Source: an optimization exercise on an open RTL-to-GDS flow (aim: small area, a short achievable clock period and few clock cycles per item). Production flows keep margins and buffers that such runs may drop.
Only simulation tests tie the RTL to the original design; equivalence was not proved.
Power is estimated from default activity; no workload was simulated.

## fifo_replacement_kv_cache
module fifo_replacement_kv_cache
(
  input  logic                    clk_i,
  input  logic                    rst_ni,
  input  logic                    in_valid_i,
  output logic                    in_ready_o,
  input  logic                    command_i,
  input  logic [KEY_W-1:0]        key_i,
  input  logic signed [VAL_W-1:0] value_i,
  output logic                    out_valid_o,
  input  logic                    out_ready_i,
  output logic                    found_o,
  output logic signed [VAL_W-1:0] read_value_o,
  input  logic                    cfg_we_i,
  input  logic [CAP_W-1:0]        cfg_wdata_i
);
  localparam int QN = 3;               
  localparam int HG = 4;               
  localparam int NG = DEPTH / HG;
  localparam int QW = 2;
  logic [KEY_W-1:0]   tkey_q [DEPTH];
  logic [VAL_W-1:0]   tval_q [DEPTH];
  logic [DEPTH-1:0]   valid_q;
  logic [SLOT_W-1:0]  oldest_q;
  logic [SLOT_W-1:0]  ins_q;           
  logic [COUNT_W-1:0] count_q;
  logic [COUNT_W-1:0] cap_q;           
  ...
clock: 8.0 ns
lec_check: 0
cap_margin: 20
core_margin: 2
core_utilization: 50
cts_cluster_diameter: 100
cts_cluster_size: 24
place_density: 0.6
setup_slack_margin: 5.0
slew_margin: 20
synth_memory_max_bits: 16384
run.sh (not shown) runs the stock make flow with config.mk's settings and CLKGATE_MAP_FILE= SYNTH_SCRIPT=/design/flow/synth_recipe.tcl, a recipe that flattens the netlist after the stock synthesis.
The first run produced a clean layout.
Testbench counts at the start, summed over its fixed seeds: cycles 8,024, items 8,000.
Then changed:
Settings changed: CAP_MARGIN 20 to 10, SLEW_MARGIN 20 to 10.
The new run ran to the end with no violations.
Design area barely changes.
Sequential share of layout area hardly moves.
Cell count is about the same.
Utilization stays flat.
Via count barely changes.
First-iteration DRC count is lower by 2.9%.


## run A
Another version of the RTL of fifo_replacement_kv_cache (not shown whole).
For scale: ~8000 cells after synthesis, ~3500 flip-flops, about 140000 um2 of cells after synthesis.
// fifo_replacement_kv_cache
module fifo_replacement_kv_cache
(
  input  logic                    clk_i,
  input  logic                    rst_ni,
  input  logic                    in_valid_i,
  output logic                    in_ready_o,
  input  logic                    command_i,
  input  logic [KEY_W-1:0]        key_i,
  input  logic signed [VAL_W-1:0] value_i,
  output logic                    out_valid_o,
  input  logic                    out_ready_i,
  output logic                    found_o,
  output logic signed [VAL_W-1:0] read_value_o,
  input  logic                    cfg_we_i,
  input  logic [CAP_W-1:0]        cfg_wdata_i
);
  localparam int QN = 3;               
  localparam int HG = 8;               
  localparam int NG = DEPTH / HG;
  localparam int QW = 2;
  logic [KEY_W-1:0]   tkey_q [DEPTH];
  logic [VAL_W-1:0]   tval_q [DEPTH];
  logic [DEPTH-1:0]   valid_q;
  logic [SLOT_W-1:0]  oldest_q;
  logic [SLOT_W-1:0]  ins_q;           
  logic [COUNT_W-1:0] count_q;
  logic [COUNT_W-1:0] cap_q;           
  logic               in_ready_q;
  logic               s0_vld_q;
  logic               s0_cmd_q;
  logic [KEY_W-1:0]   s0_key_q;
  logic [VAL_W-1:0]   s0_val_q;
  logic               s1_vld_q;
  logic               s1_cmd_q;
  logic [KEY_W-1:0]   s1_key_q;
  logic [VAL_W-1:0]   s1_val_q;
  logic [DEPTH-1:0]   s1_m_q;          
  logic [NG-1:0]      s1_hg_q;         
  logic [DEPTH-1:0]   pmatch;
  logic               eqprev;
  logic [DEPTH-1:0]   valid_d;
  logic [DEPTH-1:0]   we_key, we_val;
  assign eqprev = (s0_key_q == s1_key_q);
  always_comb begin
    for (int i = 0; i < DEPTH; i++) begin
      pmatch[i] = valid_d[i] && (we_key[i] ? eqprev : (tkey_q[i] == s0_key_q));
    end
  end
  always_ff @(posedge clk_i or negedge rst_ni) begin
    if (!rst_ni) begin
      s0_vld_q <= 1'b0;
      s1_vld_q <= 1'b0;
    end else begin
      s0_vld_q <= in_valid_i && in_ready_q;
      s1_vld_q <= s0_vld_q;
    end
  end
  always_ff @(posedge clk_i) begin
    s0_cmd_q <= command_i;
    s0_key_q <= key_i;
    s0_val_q <= value_i;
    s1_cmd_q <= s0_cmd_q;
    s1_key_q <= s0_key_q;
    s1_val_q <= s0_val_q;
    s1_m_q   <= pmatch;
    for (int g = 0; g < NG; g++) begin
      s1_hg_q[g] <= |pmatch[g*HG +: HG];
    end
  end
  logic [DEPTH-1:0]   match;
  logic               hit;
  ...
export LEC_CHECK = 0
export CAP_MARGIN = 20
export CORE_MARGIN = 2
export CORE_UTILIZATION = 55
export CTS_CLUSTER_DIAMETER = 80
export CTS_CLUSTER_SIZE = 24
export PLACE_DENSITY = 0.65
export SETUP_SLACK_MARGIN = 5.0
export SLEW_MARGIN = 20
export SYNTH_MEMORY_MAX_BITS = 16384
create_clock -name core_clock -period 8.0 [get_ports {clk_i}]
Looking at the reports, run A completed the entire flow and the layout it produced met the timing, design-rule and antenna checks.
Testbench counts of run A, summed over its fixed seeds: cycles 8,024, items 8,000.
Inputs modified between run A and run B:
Settings: a change of CTS_CLUSTER_DIAMETER from 80 to 100; a change of PLACE_DENSITY from 0.65 to 0.55; a change of CORE_UTILIZATION from 55 to 45; an added TNS_END_PERCENT of 0.
### Flow results
Comparing run A and run B, the lower overall power after layout is on run B.
Run B | status: complete | timing, DRC, antenna: pass
| post-route clock period utilization | higher: run B |
Higher relative contribution of sequential cells to total power among run A and run B: run B
### run B -> run C
Settings: removing TNS_END_PERCENT (formerly 0).
--- outcome ---
- Run C did not stop at any stage, and its layout met the timing, design-rule and antenna checks.
- Changes observed in run C relative to run B: count of plain and timing-repair buffers in the layout rose by 30; detailed-routed wire length on met2 rose by 1.2 mm; final instance area rose by 0.63%; final-layout clock-cell area share saw a decrease; sequential cell count of the final layout shows no meaningful change.
- Compared run B against run C; global routing usage on met3 within noise.
- Delta (run C minus run B): setup slack saw an increase, count of buffers inserted at the top-level ports neither gained nor lost much, ratio of final minimum period to clock period lost 2.7 points, area taken by flip-flops and latches level.


## oak
fifo_replacement_kv_cache with an RTL version that a note above also has.
For scale: roughly 3500 flip-flops, roughly 140 I/O pins, ~140000 sq um of cells after synthesis.
Settings: LEC_CHECK=0, CAP_MARGIN=20, CORE_MARGIN=2, CORE_UTILIZATION=45, CTS_CLUSTER_DIAMETER=100, CTS_CLUSTER_SIZE=24, PLACE_DENSITY=0.55, SETUP_SLACK_MARGIN=4.9, SLEW_MARGIN=20, SYNTH_MEMORY_MAX_BITS=16384; clock period 8.0 ns.
Having completed the whole flow, oak delivered a layout that passed the timing, design-rule and antenna checks.
Testbench counts of oak, summed over its fixed seeds: cycles 8,024, items 8,000.
> inputs changed (oak -> pine)
- a change of SETUP_SLACK_MARGIN from 4.9 to 5.0
## What came out
- On instance count after placement with tap cells included, pine and oak are basically level.
- As far as fraction of met2 tracks used by global routing is concerned, oak and pine perform about the same.
- Cell depth of the worst setup path in pine is 7 lower than in oak
- Compared with oak, pine ends up with a larger final cell area.
- ~same multi-input logic portion of the cell area in pine and oak
- Compared pine against oak; total of fill cells in the finished design within noise.
- Comparing oak against pine, there is no change at all in compound-cell area share of the yosys netlist.

==> static timing again, ports no longer ideal <==
The flow's constraints put no driver on any port. The routed layouts listed below were extracted and timed again, unchanged, in two steps.
Step 1 (the two cells are an assumption about what drives the block):
set clk [get_ports {clk_i}]
set_driving_cell -lib_cell sky130_fd_sc_hd__clkbuf_16 $clk
set_driving_cell -lib_cell sky130_fd_sc_hd__buf_2 [delete_from_list [all_inputs] $clk]
Step 2 adds t to the input delays and takes it off the output delays; t is the mean of the earliest and latest rising clock arrival at the registers after step 1. Input paths then give back, and output paths get back, about the clock's delay inside the block.
Three values: ideal ports, drivers, drivers and shift; two values: the first two.
| run | t, ns | slack for setup (ns) | worst hold slack (ns) | worst register clock-pin slew, ns |
|---|---|---|---|---|
| the first run of note 1 | 1.006 | 4.839 / 4.754 / 4.477 | 0.331 / 0.331 / 0.331 | 0.11 / 0.11 |
| the second run of note 1 | 0.976 | 4.865 / 4.759 / 4.495 | 0.333 / 0.333 / 0.333 | 0.11 / 0.11 |
| run A | 0.976 | 4.798 / 4.798 / 4.459 | 0.331 / 0.331 / 0.331 | 0.10 / 0.10 |
| run B | 1.004 | 4.606 / 4.606 / 4.087 | 0.331 / 0.331 / 0.331 | 0.11 / 0.11 |
| run C | 1.011 | 4.823 / 4.770 / 4.177 | 0.333 / 0.333 / 0.333 | 0.11 / 0.11 |
| oak | 1.004 | 4.797 / 4.754 / 4.141 | 0.326 / 0.326 / 0.326 | 0.11 / 0.11 |
| pine | 0.990 | 4.872 / 4.770 / 4.137 | 0.330 / 0.330 / 0.330 | 0.11 / 0.11 |
After both steps setup and hold are still met in every run listed. For pine, which loses most, drivers alone change the setup slack by -0.102 ns; drivers and shift together by -0.735 ns.
